Source: an optimization exercise on an open RTL-to-GDS flow (aim: small area and a short achievable clock period). Production flows keep margins and buffers that such runs may drop. Where RTL was checked, it was by simulation tests only, not by an equivalence proof against the original. For run 1, only the layout was checked, not whether the RTL still works. No activity file was given, so power comes from the tool's default toggle rates.

==> flow/design.v (outline; a module is shown in full before it is edited, if it fits) <==
// module kernelRegs: 36 lines
// module windowBuffer: 42 lines
// module convMac: 3448 lines
// module fullAdder: 10 lines
// module maxPool: 48 lines
// module convPoolLayer: 56 lines
module convPoolLayer (
    input  logic               clock,
    input  logic               rstN,
    input  logic               pixValid,
    input  cnnPkg::pixelT      pixData,
    input  logic               coefValid,
    input  cnnPkg::coefWriteT  coefWr,
    output logic               poolValid,
    output cnnPkg::poolSampleT poolOut
);
  // ...
==> flow/run.sh <==
#!/bin/bash
# synth_recipe.tcl (not shown) runs the flow's synth.tcl, then flattens the netlist and writes it again
# the make line also repeats each setting of config.mk as NAME=value (left out here)
make -C /OpenROAD-flow-scripts/flow DESIGN_CONFIG=/design/flow/config.mk WORK_HOME=/design/flow/orfs CLKGATE_MAP_FILE= SYNTH_SCRIPT=/design/flow/synth_recipe.tcl finish
==> flow/config.mk <==
export PLATFORM = sky130hd
export DESIGN_NAME = convPoolLayer
export DESIGN_NICKNAME = convPoolLayer
export VERILOG_FILES = /design/flow/design.v
export SDC_FILE = /design/flow/constraint.sdc
export NUM_CORES = 4
export LEC_CHECK = 0
export CAP_MARGIN = 20
export CORE_MARGIN = 2
export CORE_UTILIZATION = 40
export SETUP_SLACK_MARGIN = 4.0
export SLEW_MARGIN = 20
export SYNTH_HIERARCHICAL = 1
==> flow/constraint.sdc <==
create_clock -name core_clock -period 6.5 [get_ports {clock}]
set_input_delay 1.3000 -clock core_clock [delete_from_list [all_inputs] [get_ports {clock}]]
set_output_delay 1.3000 -clock core_clock [all_outputs]
set_load 0.01 [all_outputs]
==> notes.md, run 1 <==
status=finished clean; worst-case clock buffer depth=3; reg-to-reg critical path startpoint=uMaxPool.other[14]; Hold Path Class=reg -> reg; RSZ-0062 raised after global routing=yes; worst-margin pin slew=1.04 ns; Yosys top cell by area=fa_1; non-clock buffer area fraction after layout=5.23%; Critical Path Sink=uMaxPool.pairQ[0][0]; multi-input combinational cell area=17,000 um^2; WP buf/inv=3; Post-Syn Instances=2,372; remaining routing DRC violations=0; r2r endpoint=uMaxPool.pairQ[0][0]; seq pwr=7090 uW; GP Congestion=0.928; hold path depth=0; hpwl dp=69,400 um; fillcell total=7,025; first-pass GRT wire length=137,000 um; Tot Pwr=21,400 uW; count leader, synth=fa_1; routed wire length=92,800 um; met3 WL=7120 um; CTS Hold Bufs=0
==> module maxPool, before the edit <==
module maxPool (
    input  logic        clock,
    input  logic        rstN,
    input  logic        convValid,
    input  logic [18:0] conv,
    output logic        poolValid,
    output logic [23:0] poolOut
);
    logic [2:0] convRow;
    logic [2:0] convCol;
    logic signed [18:0] other;
    logic signed [18:0] pairQ [2];
    logic signed [18:0] value;
    logic               takeValue;
    logic signed [18:0] best;
    assign value     = conv;
    assign takeValue = (value > other) || (!convRow[0] && !convCol[0]);
    assign best      = takeValue ? value : other;
    always_ff @(posedge clock or negedge rstN) begin
        if (!rstN) begin
            convRow   <= '0;
            convCol   <= '0;
            poolValid <= 1'b0;
        end else begin
            poolValid <= convValid && convRow[0] && convCol[0];
            if (convValid) begin
                if (convCol == 3'd5) begin
                    convCol <= '0;
                    convRow <= (convRow == 3'd5) ? 3'd0 : convRow + 1'b1;
                end else begin
                    convCol <= convCol + 1'b1;
                end
            end
        end
    end
    always_ff @(posedge clock) begin
        if (convValid) begin
            if (!convCol[0]) begin
                other <= best;
            end else begin
                other    <= pairQ[1];
                pairQ[0] <= best;
                pairQ[1] <= pairQ[0];
            end
        end
        poolOut <= {best[18], best, convRow[2:1], convCol[2:1]};
    end
endmodule
==> inputs of run 2 (changes only) <==
--- a/flow/design.v
+++ b/flow/design.v
@@ -3600,3 +3600,9 @@
     assign value     = conv;
-    assign takeValue = (value > other) || (!convRow[0] && !convCol[0]);
+    logic               greater;
+    gtCompare uGreater (
+        .a  (value),
+        .b  (other),
+        .gt (greater)
+    );
+    assign takeValue = greater || (!convRow[0] && !convCol[0]);
     assign best      = takeValue ? value : other;
@@ -3632,2 +3638,173 @@
 endmodule
+module gtCompare (
+    input  logic [18:0] a,
+    input  logic [18:0] b,
+    output logic        gt
+);
+    logic g0_0;
+    logic e0_0;
+    logic g0_1;
+    logic e0_1;
+    logic g0_2;
+    logic e0_2;
+    logic g0_3;
+    logic e0_3;
+    logic g0_4;
+    logic e0_4;
+    logic g0_5;
+    logic e0_5;
+    logic g0_6;
+    logic e0_6;
+    logic g0_7;
+    logic e0_7;
+    logic g0_8;
+    logic e0_8;
+    logic g0_9;
+    logic e0_9;
+    logic g0_10;
+    logic e0_10;
+    logic g0_11;
+    logic e0_11;
+    logic g0_12;
+    logic e0_12;
+    logic g0_13;
+    logic e0_13;
+    logic g0_14;
+    logic e0_14;
+    logic g0_15;
+    logic e0_15;
+    logic g0_16;
+    logic e0_16;
+    logic g0_17;
+    logic e0_17;
+    logic g0_18;
+    logic e0_18;
+    logic g1_0;
+    logic e1_0;
+    logic g1_1;
+    logic e1_1;
+    logic g1_2;
+    logic e1_2;
+    logic g1_3;
+    logic e1_3;
+    logic g1_4;
+    logic e1_4;
+    logic g1_5;
+    logic e1_5;
+    logic g1_6;
+    logic e1_6;
+    logic g1_7;
+    logic e1_7;
+    logic g1_8;
+    logic e1_8;
+    logic g1_9;
+    logic e1_9;
+    logic g2_0;
+    logic e2_0;
+    logic g2_1;
+    logic e2_1;
+    logic g2_2;
+    logic e2_2;
+    logic g2_3;
+    logic e2_3;
+    logic g2_4;
+    logic e2_4;
+    logic g3_0;
+    logic e3_0;
+    logic g3_1;
+    logic e3_1;
+    logic g3_2;
+    logic e3_2;
+    logic g4_0;
+    logic e4_0;
+    logic g4_1;
+    logic e4_1;
+    logic g5_0;
+    logic e5_0;
+    assign g0_0 = a[0] & ~b[0];
+    assign e0_0 = ~(a[0] ^ b[0]);
+    assign g0_1 = a[1] & ~b[1];
+    assign e0_1 = ~(a[1] ^ b[1]);
+    assign g0_2 = a[2] & ~b[2];
+    assign e0_2 = ~(a[2] ^ b[2]);
+    assign g0_3 = a[3] & ~b[3];
+    assign e0_3 = ~(a[3] ^ b[3]);
+    assign g0_4 = a[4] & ~b[4];
+    assign e0_4 = ~(a[4] ^ b[4]);
+    assign g0_5 = a[5] & ~b[5];
+    assign e0_5 = ~(a[5] ^ b[5]);
+    assign g0_6 = a[6] & ~b[6];
+    assign e0_6 = ~(a[6] ^ b[6]);
+    assign g0_7 = a[7] & ~b[7];
+    assign e0_7 = ~(a[7] ^ b[7]);
+    assign g0_8 = a[8] & ~b[8];
+    assign e0_8 = ~(a[8] ^ b[8]);
+    assign g0_9 = a[9] & ~b[9];
+    assign e0_9 = ~(a[9] ^ b[9]);
+    assign g0_10 = a[10] & ~b[10];
+    assign e0_10 = ~(a[10] ^ b[10]);
+    assign g0_11 = a[11] & ~b[11];
+    assign e0_11 = ~(a[11] ^ b[11]);
+    assign g0_12 = a[12] & ~b[12];
+    assign e0_12 = ~(a[12] ^ b[12]);
+    assign g0_13 = a[13] & ~b[13];
+    assign e0_13 = ~(a[13] ^ b[13]);
+    assign g0_14 = a[14] & ~b[14];
+    assign e0_14 = ~(a[14] ^ b[14]);
+    assign g0_15 = a[15] & ~b[15];
+    assign e0_15 = ~(a[15] ^ b[15]);
+    assign g0_16 = a[16] & ~b[16];
+    assign e0_16 = ~(a[16] ^ b[16]);
+    assign g0_17 = a[17] & ~b[17];
+    assign e0_17 = ~(a[17] ^ b[17]);
+    assign g0_18 = ~a[18] & b[18];
+    assign e0_18 = ~(a[18] ^ b[18]);
+    gtNodeP uN1_0 (.gh(g0_1), .eh(e0_1), .gl(g0_0), .el(e0_0), .g(g1_0), .e(e1_0));
+    gtNodeP uN1_1 (.gh(g0_3), .eh(e0_3), .gl(g0_2), .el(e0_2), .g(g1_1), .e(e1_1));
+    gtNodeP uN1_2 (.gh(g0_5), .eh(e0_5), .gl(g0_4), .el(e0_4), .g(g1_2), .e(e1_2));
+    gtNodeP uN1_3 (.gh(g0_7), .eh(e0_7), .gl(g0_6), .el(e0_6), .g(g1_3), .e(e1_3));
+    gtNodeP uN1_4 (.gh(g0_9), .eh(e0_9), .gl(g0_8), .el(e0_8), .g(g1_4), .e(e1_4));
+    gtNodeP uN1_5 (.gh(g0_11), .eh(e0_11), .gl(g0_10), .el(e0_10), .g(g1_5), .e(e1_5));
+    gtNodeP uN1_6 (.gh(g0_13), .eh(e0_13), .gl(g0_12), .el(e0_12), .g(g1_6), .e(e1_6));
+    gtNodeP uN1_7 (.gh(g0_15), .eh(e0_15), .gl(g0_14), .el(e0_14), .g(g1_7), .e(e1_7));
+    gtNodeP uN1_8 (.gh(g0_17), .eh(e0_17), .gl(g0_16), .el(e0_16), .g(g1_8), .e(e1_8));
+    assign g1_9 = ~g0_18;
+    assign e1_9 = ~e0_18;
+    gtNodeN uN2_0 (.gh(g1_1), .eh(e1_1), .gl(g1_0), .el(e1_0), .g(g2_0), .e(e2_0));
+    gtNodeN uN2_1 (.gh(g1_3), .eh(e1_3), .gl(g1_2), .el(e1_2), .g(g2_1), .e(e2_1));
+    gtNodeN uN2_2 (.gh(g1_5), .eh(e1_5), .gl(g1_4), .el(e1_4), .g(g2_2), .e(e2_2));
+    gtNodeN uN2_3 (.gh(g1_7), .eh(e1_7), .gl(g1_6), .el(e1_6), .g(g2_3), .e(e2_3));
+    gtNodeN uN2_4 (.gh(g1_9), .eh(e1_9), .gl(g1_8), .el(e1_8), .g(g2_4), .e(e2_4));
+    gtNodeP uN3_0 (.gh(g2_1), .eh(e2_1), .gl(g2_0), .el(e2_0), .g(g3_0), .e(e3_0));
+    gtNodeP uN3_1 (.gh(g2_3), .eh(e2_3), .gl(g2_2), .el(e2_2), .g(g3_1), .e(e3_1));
+    assign g3_2 = ~g2_4;
+    assign e3_2 = ~e2_4;
+    gtNodeN uN4_0 (.gh(g3_1), .eh(e3_1), .gl(g3_0), .el(e3_0), .g(g4_0), .e(e4_0));
+    assign g4_1 = ~g3_2;
+    assign e4_1 = ~e3_2;
+    gtNodeP uN5_0 (.gh(g4_1), .eh(e4_1), .gl(g4_0), .el(e4_0), .g(g5_0), .e(e5_0));
+    assign gt = ~g5_0;
+endmodule
+module gtNodeP (
+    input  logic gh,
+    input  logic eh,
+    input  logic gl,
+    input  logic el,
+    output logic g,
+    output logic e
+);
+    assign g = ~(gh | (eh & gl));
+    assign e = ~(eh & el);
+endmodule
+module gtNodeN (
+    input  logic gh,
+    input  logic eh,
+    input  logic gl,
+    input  logic el,
+    output logic g,
+    output logic e
+);
+    assign g = ~(gh & (eh | gl));
+    assign e = ~(eh | el);
+endmodule
 `timescale 1ns/1ps
==> run 2 against run 1 <==
Effect of this change: still clean; fmax increased by 11%; clock power decreased by 1%; clock-buffer cell count up 16; synthesized cell count fell by 5.4%; highest routed layer unchanged.
==> notes.md, run 2 <==
commonest non-fill, non-tap cell in the layout=fa_1 (unchanged); Worst-Skew Late Latency=0.64 ns (was 0.62 ns); total CTS buffers=72 (unchanged); Max Slew Vio Count=0 (unchanged); clock sink count=647 (unchanged); # port buffers=48 (unchanged); Area Growth Syn to Fin=16.8% (was 16.3%); Final Hold Fails=0 (unchanged); Via Count=18,500 (was 18,900); hpwl dp=66,400 um (was 69,400 um); Final ANT Viol Nets=0 (unchanged); Pleak=0.0143 uW (was 0.0145 uW); remaining routing DRC violations=0 (unchanged); layout cell share with drive strength beyond 1=20.3% (was 20.1%); relative slew slack=32.9% (was 30.8%); Ports=49 (unchanged); Top Registers=uWindowBuffer.shift (152), uKernelRegs.wgt (72), uMaxPool.pairQ (38) (unchanged); R2R setup slack=3.95 ns (was 3.68 ns); die height=290 um (was 292 um); Setup CP Type=reg -> reg (unchanged); worst hold start=uConvMac.s2r208 (was uConvMac.s1r1); hold path depth=0 (unchanged); max_cap viols=0 (unchanged); RSZ-0062 raised after global routing=yes (unchanged); status=finished clean (unchanged); Tot Pwr=21,100 uW (was 21,400 uW); Yosys Warn Count=13 (unchanged); Clock Skew=0.0282 ns (was 0.0185 ns); htree depth=3 (unchanged); CTS root buf=clkbuf_16 (unchanged); Biggest register=uWindowBuffer.shift (unchanged); largest vdd supply drop=0.000276 V (was 0.000310 V); initial antenna violation count=11 (was 3); NumNets Final=3,069 (was 3,110); Crit Path Max Fanout=8 (was 6); worst-margin pin slew=1.01 ns (was 1.04 ns); CTS tree=built (unchanged); dpl cells=3,307 (was 3,338); fillcell total=7,019 (was 7,025); final core utilization=47.3% (was 47.1%); clock-pin slew on the worst setup and hold paths=0.06 ns (about the same); FP Rows=104 (was 105); fin area=38,200 um^2 (was 38,700 um^2); GP Congestion=0.963 (was 0.928); non-filler cells, final=3,569 (was 3,616); Fmax=0.392 GHz (was 0.354 GHz); grt ovf=0 (unchanged); DP Area=34,400 um^2 (was 34,500 um^2); CTS Hold Bufs=0 (unchanged); Mapped Nets=2,866 (was 2,993); reg-to-reg critical path startpoint=uWindowBuffer.shift[9][0] (was uMaxPool.other[14]); worst path required time=6.98 ns (was 6.86 ns); Total GRT Usage=21.4% (was 22.2%); core area=80,800 um^2 (was 82,100 um^2); cell area after synthesis=32,700 um^2 (was 33,200 um^2); CP endpoint kind=flop (unchanged); fin crit share=39.2% (was 43.4%); DIE WIDTH=290 um (was 292 um); CP Launch Type=flop (unchanged); Final Setup Violations=0 (unchanged); routed wire length=88,400 um (was 92,800 um); R2R depth=4 (was 10); drt pass-1 iters=5 (unchanged); Mean Syn Cell Area=14.6 um^2 (was 14.0 um^2); Largest register FFs=152 (unchanged); routed length per instance=24.8 um (was 25.7 um); Die Area=84,200 um^2 (was 85,400 um^2); DRT iter0 DRCs=1,530 (was 1,490); Hold Path Class=reg -> reg (unchanged); r2r endpoint=uConvMac.s1r53 (was uMaxPool.pairQ[0][0]); Via density=5.19 (was 5.23); worst-case clock buffer depth=3 (unchanged); WP data arrival=3.03 ns (was 3.18 ns); worst hold endpoint=uConvMac.s3r262 (was uConvMac.s2r183); setup tns final=0 ns (unchanged); min Tclk post-route=2.55 ns (was 2.82 ns); vias in the first global route=20,600 (was 21,100); first-pass GRT wire length=133,000 um (was 137,000 um); most frequent cells in the layout=fa_1, nand2_1, dfxtp_1 (unchanged); pin count of the biggest net entering global routing=104 (was 96); Post-Syn Instances=2,245 (was 2,372); Power Density=551 nW/um^2 (was 553 nW/um^2); Starting Density=40.5% (about the same)
run 2: area by class of cell:
| cell class | count | area, um^2 | share of cell area [%] |
|---|---|---|---|
| multi-input combinational | 1484 | 16900 | 44.3 |
| inverter | 62 | 233 | 0.609 |
| timing repair buffer | 181 | 1750 | 4.57 |
| clock inverter | 28 | 348 | 0.910 |
| sequential | 647 | 15600 | 40.9 |
| clock buffer | 106 | 2030 | 5.31 |
| tap | 1060 | 1330 | 3.47 |
| antenna | 1 | 2.50 | 0.00654 |
run 2: stage by stage:
stage	setup WS, ns	hold slack [ns]
floorplan	4.22	0.310
global placement	3.33	0.315
detailed placement	3.25	0.312
CTS	3.97	0.318
global route	3.90	0.335
finish	3.95	0.311
run 2: critical path, stage by stage, from the launching register on:
cell	delay, ns
edfxtp_1	0.59
nand2_1	0.16
fa_1	0.51
fa_1	0.63
fa_2	0.51
run 2: what timing repair did:
item	CTS	global route
setup buffers	93	32
endpoints found under the setup margin	221	107
gates cloned	1	1
gates resized for setup	139	78
pin swaps	8	37
hold endpoints to repair	0	0
run 2: power by group:
| part | internal [uW] | switching [uW] | leakage, uW |
|---|---|---|---|
| sequential | 5880 | 1150 | 0.00602 |
| clock | 2370 | 1720 | 0.00116 |
| combinational | 4600 | 5340 | 0.00712 |
| total | 12800 | 8210 | 0.0143 |
run 2: worst max path at each step:
stage | depth (start not counted) | end | start
2_1_floorplan | 5 | uConvMac.s1r167 | uWindowBuffer.shift[18][6]
3_3_place_gp | 2 | uWindowBuffer.shift[2][2] | pixValid
3_5_place_dp | 2 | uWindowBuffer.shift[2][2] | pixValid
4_1_cts | 4 | uConvMac.s1r15 | uWindowBuffer.shift[9][3]
5_1_grt | 4 | uConvMac.s1r72 | uWindowBuffer.shift[9][4]
6_report | 4 | uConvMac.s1r53 | uWindowBuffer.shift[9][0]
run 2: per-layer routing:
metal / vias to the layer above / wire length (um) / global-route usage (%)
li1: 7647 / - / -
met1: 9779 / 36900 / 28.7
met2: 857 / 41500 / 34.8
met3: 254 / 6210 / 4.05
met4: 0 / 3830 / 8.02
met5: - / 0 / 0
==> inputs of run 3 (changes only) <==
--- a/flow/config.mk
+++ b/flow/config.mk
@@ -9,3 +9,4 @@
 export CORE_MARGIN = 2
-export CORE_UTILIZATION = 40
+export CORE_UTILIZATION = 65
+export CTS_BUF_LIST = sky130_fd_sc_hd__clkbuf_4 sky130_fd_sc_hd__clkbuf_8
 export SETUP_SLACK_MARGIN = 4.0
==> run 3 against run 2 <==
Effect of this change: critical path depth up 8; combinational power down 2.1%; sequential cell count unchanged; register-to-register slack worse by 0.05 ns; power down 1.6%; clock power down 3%; design area down 1.1%; via count up 1.2%; sequential power about the same; utilization up 28 points; critical path type unchanged; largest cell class unchanged.
==> notes.md, run 3 <==
status=finished clean (unchanged); NumNets Final=3,101 (was 3,069); Die Area=52,200 um^2 (was 84,200 um^2); Tot Pwr=20,700 uW (was 21,100 uW); most frequent cells in the layout=fa_1, nand2_1, dfxtp_1 (unchanged); DIE WIDTH=228 um (was 290 um); RSZ-0062 raised after global routing=yes (unchanged); Worst-Skew Late Latency=0.74 ns (was 0.64 ns); Max Slew Vio Count=0 (unchanged); Top Registers=uWindowBuffer.shift (152), uKernelRegs.wgt (72), uMaxPool.pairQ (38) (unchanged); grt ovf=0 (unchanged); cell area after synthesis=32,700 um^2 (unchanged); WP data arrival=3.04 ns (was 3.03 ns); Mapped Nets=2,866 (unchanged); worst-margin pin slew=1.09 ns (was 1.01 ns); DRT iter0 DRCs=1,584 (was 1,530); first-pass GRT wire length=130,000 um (was 133,000 um); dpl cells=2,918 (was 3,307); vias in the first global route=21,100 (was 20,600); remaining routing DRC violations=0 (unchanged); Yosys Warn Count=13 (unchanged); Fmax=0.385 GHz (was 0.392 GHz); die height=228 um (was 290 um); Final ANT Viol Nets=0 (unchanged); min Tclk post-route=2.60 ns (was 2.55 ns); worst-case clock buffer depth=3 (unchanged); CTS root buf=clkbuf_8 (was clkbuf_16); relative slew slack=26.9% (was 32.9%); DP Area=33,900 um^2 (was 34,400 um^2); Area Growth Syn to Fin=15.5% (was 16.8%); core area=50,000 um^2 (was 80,800 um^2); layout cell share with drive strength beyond 1=22.8% (was 20.3%); reg-to-reg critical path startpoint=uMaxPool.other[3] (was uWindowBuffer.shift[9][0]); Via Count=18,800 (was 18,500); Starting Density=65.5% (was 40.5%); fin area=37,800 um^2 (was 38,200 um^2); Biggest register=uWindowBuffer.shift (unchanged); CP Launch Type=flop (unchanged); CTS Hold Bufs=0 (unchanged); pin count of the biggest net entering global routing=87 (was 104); non-filler cells, final=3,244 (was 3,569); # port buffers=48 (unchanged); fillcell total=3,131 (was 7,019); Power Density=548 nW/um^2 (was 551 nW/um^2); r2r endpoint=uMaxPool.other[3] (was uConvMac.s1r53); Crit Path Max Fanout=7 (was 8); worst hold start=uConvMac.s2r187 (was uConvMac.s2r208); R2R depth=12 (was 4); CP endpoint kind=flop (unchanged); Pleak=0.0145 uW (was 0.0143 uW); hpwl dp=63,400 um (was 66,400 um); Total GRT Usage=34.4% (was 21.4%); htree depth=3 (unchanged); routed length per instance=26.3 um (was 24.8 um); Final Setup Violations=0 (unchanged); Mean Syn Cell Area=14.6 um^2 (unchanged); commonest non-fill, non-tap cell in the layout=fa_1 (unchanged); GP Congestion=0.973 (was 0.963); R2R setup slack=3.90 ns (was 3.95 ns); Hold Path Class=reg -> reg (unchanged); total CTS buffers=103 (was 72); Final Hold Fails=0 (unchanged); routed wire length=85,400 um (was 88,400 um); initial antenna violation count=6 (was 11); Worst Setup SP=uMaxPool.other[3] (was uWindowBuffer.shift[9][0]); FP Rows=82 (was 104); Largest register FFs=152 (unchanged); Via density=5.78 (was 5.19); CTS tree=built (unchanged); setup tns final=0 ns (unchanged); clock sink count=647 (unchanged); final core utilization=75.7% (was 47.3%); worst path required time=6.94 ns (was 6.98 ns); Clock Skew=0.0341 ns (was 0.0282 ns); largest vdd supply drop=0.000398 V (was 0.000276 V); max_cap viols=0 (unchanged); fin crit share=39.9% (was 39.2%); clock-pin slew on the worst setup and hold paths=0.06 ns (about the same); Ports=49 (unchanged); Critical Path Sink=uMaxPool.other[3] (was uConvMac.s1r53); drt pass-1 iters=6 (was 5); Post-Syn Instances=2,245 (unchanged); Setup CP Type=reg -> reg (unchanged)
## run 3: stage by stage
stage / setup WS (ns) / hold slack (ns)
CTS: 3.93 / 0.327
global route: 3.85 / 0.331
detailed placement: 3.28 / 0.312
finish: 3.90 / 0.326
global placement: 3.32 / 0.310
floorplan: 4.22 / 0.310
## run 3: worst max-delay path: stages, from the launching register on
cell	delay, ns
edfxtp_1	0.44
inv_2	0.10
ha_4	0.20
a21oi_2	0.14
o21ai_2	0.09
a21oi_2	0.23
o21ai_2	0.08
a21oi_2	0.13
inv_1	0.06
and2b_4	0.32
buf_12	0.16
mux2i_1	0.27
o21ai_1	0.10
## run 3: per-layer routing
metal / track usage [%] / part of all wire (%) / up-vias
met5: 0 / 0.041 / -
met4: 12.9 / 3.8 / 6
met3: 9.44 / 9.0 / 268
met2: 56.2 / 49 / 969
met1: 44.6 / 38 / 9790
li1: - / - / 7721
## run 3: worst min-delay path by stage
stage	depth (start not counted)	slack, ns	to
3_3_place_gp	0	0.31	uConvMac.s3r250
2_1_floorplan	0	0.31	uConvMac.s2r182
4_1_cts	0	0.33	uConvMac.s2r182
5_1_grt	0	0.33	uConvMac.s2r233
3_5_place_dp	0	0.31	uConvMac.s2r182
6_report	0	0.33	uConvMac.s3r255
## run 3: final cells by class
class | count | area (um^2) | area share [%]
Antenna cell | 1 | 2.50 | 0.00662
Clock buffer | 162 | 2050 | 5.42
Clock inverter | 34 | 403 | 1.07
Inverter | 62 | 233 | 0.615
Multi-Input combinational cell | 1484 | 16900 | 44.6
Sequential cell | 647 | 15600 | 41.3
Tap cell | 672 | 841 | 2.22
Timing Repair Buffer | 182 | 1790 | 4.74
## run 3: where the power goes
| group | internal, uW | switching, uW | leakage, uW |
|---|---|---|---|
| Clock | 2340 | 1640 | 0.00131 |
| Sequential | 5880 | 1140 | 0.00602 |
| Combinational | 4540 | 5170 | 0.00713 |
## run 3: repair_timing
action,CTS,global route
buffers inserted,95,33
pin swaps,6,17
cloned,1,0
gates resized for setup,148,74
hold endpoints to repair,0,0
setup endpoints to repair,164,159
==> inputs of run 4 (changes only) <==
--- a/flow/config.mk
+++ b/flow/config.mk
@@ -10,3 +10,2 @@
 export CORE_UTILIZATION = 65
-export CTS_BUF_LIST = sky130_fd_sc_hd__clkbuf_4 sky130_fd_sc_hd__clkbuf_8
 export SETUP_SLACK_MARGIN = 4.0
==> run 4 against run 3 <==
Effect of this change: critical endpoint is now uConvMac.s1r53; combinational power hardly changed; first-iteration DRC count hardly changed; register-to-register slack better by 0.07 ns; synthesized area stayed put; non-clock buffer count is 2 higher; largest power group unchanged; power is 0.39% lower; design area is 0.49% lower; still clean on timing, DRC and antenna; global-route usage is 0.092 points higher; critical path type unchanged; setup slack better by 0.066 ns.
==> notes.md, run 4 <==
total CTS buffers=67 (was 103); Top Registers=uWindowBuffer.shift (152), uKernelRegs.wgt (72), uMaxPool.pairQ (38) (unchanged); layout cell share with drive strength beyond 1=19.2% (was 22.8%); register share of total power=34.1% (was 33.9%); Via Count=18,800 (about the same); Mapped Nets=2,866 (unchanged); most frequent cells in the layout=fa_1, nand2_1, dfxtp_1 (unchanged); remaining routing DRC violations=0 (unchanged); Die Area=52,200 um^2 (unchanged); GP Congestion=0.973 (unchanged); DIE WIDTH=228 um (unchanged); Final Setup Violations=0 (unchanged); Ports=49 (unchanged); Post-Syn Instances=2,245 (unchanged); initial antenna violation count=6 (unchanged); CP endpoint kind=flop (unchanged); R2R setup slack=3.97 ns (was 3.90 ns); hpwl dp=63,400 um (unchanged); Hold Path Class=reg -> reg (unchanged); CTS tree=built (unchanged); fin crit share=38.9% (was 39.9%); die height=228 um (unchanged); drt pass-1 iters=5 (was 6); Setup CP Type=reg -> reg (unchanged); Tot Pwr=20,600 uW (was 20,700 uW); worst path required time=7.03 ns (was 6.94 ns); clock sink count=647 (unchanged); Via density=5.92 (was 5.78); Net Sw Frac=38.6% (was 38.4%); dpl cells=2,918 (unchanged); FP Rows=82 (unchanged); worst-case clock buffer depth=3 (unchanged); Final Hold Fails=0 (unchanged); Power Density=549 nW/um^2 (was 548 nW/um^2); Starting Density=65.5% (unchanged); max_cap viols=0 (unchanged); DRT iter0 DRCs=1,583 (was 1,584); core area=50,000 um^2 (unchanged); Area Growth Syn to Fin=14.9% (was 15.5%); routed length per instance=26.9 um (was 26.3 um); first-pass GRT wire length=130,000 um (about the same); fin area=37,600 um^2 (was 37,800 um^2); Biggest register=uWindowBuffer.shift (unchanged); Worst-Skew Late Latency=0.61 ns (was 0.74 ns); setup tns final=0 ns (unchanged); vias in the first global route=21,000 (was 21,100); RSZ-0062 raised after global routing=yes (unchanged); Fmax=0.395 GHz (was 0.385 GHz); Largest register FFs=152 (unchanged); combinational share of power=47.2% (was 46.9%); clock-pin slew on the worst setup and hold paths=0.06 ns (about the same); NumNets Final=3,067 (was 3,101); WP data arrival=3.06 ns (was 3.04 ns); largest vdd supply drop=0.000375 V (was 0.000398 V); commonest non-fill, non-tap cell in the layout=fa_1 (unchanged); DP Area=33,900 um^2 (unchanged); Mean Syn Cell Area=14.6 um^2 (unchanged); Crit Path Max Fanout=7 (unchanged); Yosys Warn Count=13 (unchanged); Final ANT Viol Nets=0 (unchanged); cell area after synthesis=32,700 um^2 (unchanged); # port buffers=48 (unchanged); relative slew slack=28.9% (was 26.9%); worst-margin pin slew=1.07 ns (was 1.09 ns); Clk pwr share=18.8% (was 19.2%); CTS root buf=clkbuf_16 (was clkbuf_8); internal power=12,700 uW (was 12,800 uW); CP Launch Type=flop (unchanged); pin count of the biggest net entering global routing=87 (unchanged); Pleak=0.0143 uW (was 0.0145 uW); non-filler cells, final=3,174 (was 3,244); grt ovf=0 (unchanged); status=finished clean (unchanged); hold slack=0.325 ns (was 0.326 ns); switching power of the nets=7960 uW (about the same); Max Slew Vio Count=0 (unchanged); Clock Skew=0.0173 ns (was 0.0341 ns); Total GRT Usage=34.5% (was 34.4%); min Tclk post-route=2.53 ns (was 2.60 ns); htree depth=3 (unchanged); CTS Hold Bufs=0 (unchanged); routed wire length=85,400 um (about the same)
-- run 4: worst paths after layout --
check / startpoint / endpoint / cells after the start
min: uConvMac.s1r0 / uConvMac.s2r182 / 0
max in group asynchronous: rstN / uKernelRegs.wgt[70] / 2
min reg2reg: uConvMac.s1r0 / uConvMac.s2r182 / 0
min in group asynchronous: rstN / uKernelRegs.wrValid / 1
max reg2reg: uWindowBuffer.shift[16][1] / uConvMac.s1r53 / 4
max: uWindowBuffer.shift[16][1] / uConvMac.s1r53 / 4
-- run 4: power groups by stage --
stage	logic (uW)	registers (uW)	clock network, uW
after floorplan	6050	6610	0
after global placement	8900	7060	0
after detailed placement	9330	7120	0
after CTS	9590	7010	3940
after global routing	10900	7150	4100
final	9730	7030	3870
-- run 4: final cells by class --
type	count	area, um^2
diodes	2	5.00
clock buffers	97	1980
clock inverters	26	262
fillers	3120	12300
inverters	62	233
multi-input cells	1484	16900
flip-flops and latches	647	15600
well taps	672	841
repair buffers	184	1830
-- run 4: timing repair --
action                                  4_1_cts  5_1_grt
endpoints found under the setup margin      231       74
setup buffers                                95       35
hold endpoints to repair                      0        0
resized for setup                            97       60
pin swaps                                     4       27
cloned                                        1        0
-- run 4: stage by stage --
| step | worst slack (ns) | utilization (%) |
|---|---|---|
| after floorplan | 4.22 | - |
| after CTS | 3.99 | 74.5 |
| final | 3.97 | 75.3 |
| after global placement | 3.32 | 67.8 |
| after detailed placement | 3.28 | 67.8 |
| after global routing | 3.92 | 75.3 |
-- run 4: worst max-delay path, cell delays in order (launching register included) --
cell and delay (ns):
edfxtp_1 0.59, nand2_1 0.14, fa_1 0.59, fa_1 0.47, fa_2 0.65
-- run 4: routing by layer --
metal	track usage, %	vias up	routed length (um)	part of all wire, %
met3	9.96	293	8390	9.8
li1	-	7641	-	-
met1	43.9	9821	31800	37
met4	14.0	8	3650	4.3
met5	0	-	53	0.062
met2	56.3	1017	41500	49

-- what the ideal ports hide --
The results above use ideal ports. As a check the final layouts listed here were re-extracted and re-timed, cells and wires unchanged. Step 1, drivers: a clkbuf_16 drives clock and a buf_2 each remaining input, both assumed. Step 2 times the ports against the registers' clock, not the clock port: input delays grow and output delays shrink by t, the midpoint of the rising clock arrivals with the driver on. Three values: no drivers, after step 1, after step 2; two values: the first two.
run	t, ns	setup slack, ns	worst setup path after step 2	cell pins on the clock port's net
run 1	0.678	3.678 / 3.678 / 3.678	register to register	1
run 2	0.691	3.952 / 3.952 / 3.447	input to register	1
run 3	0.774	3.905 / 3.905 / 3.475	input to register	1
run 4	0.664	3.970 / 3.970 / 3.519	input to register	1
After both steps setup and hold are still met in every run listed. The setup slack of run 2, which loses most, moves by 0.000 ns with the drivers and by -0.505 ns with both steps.
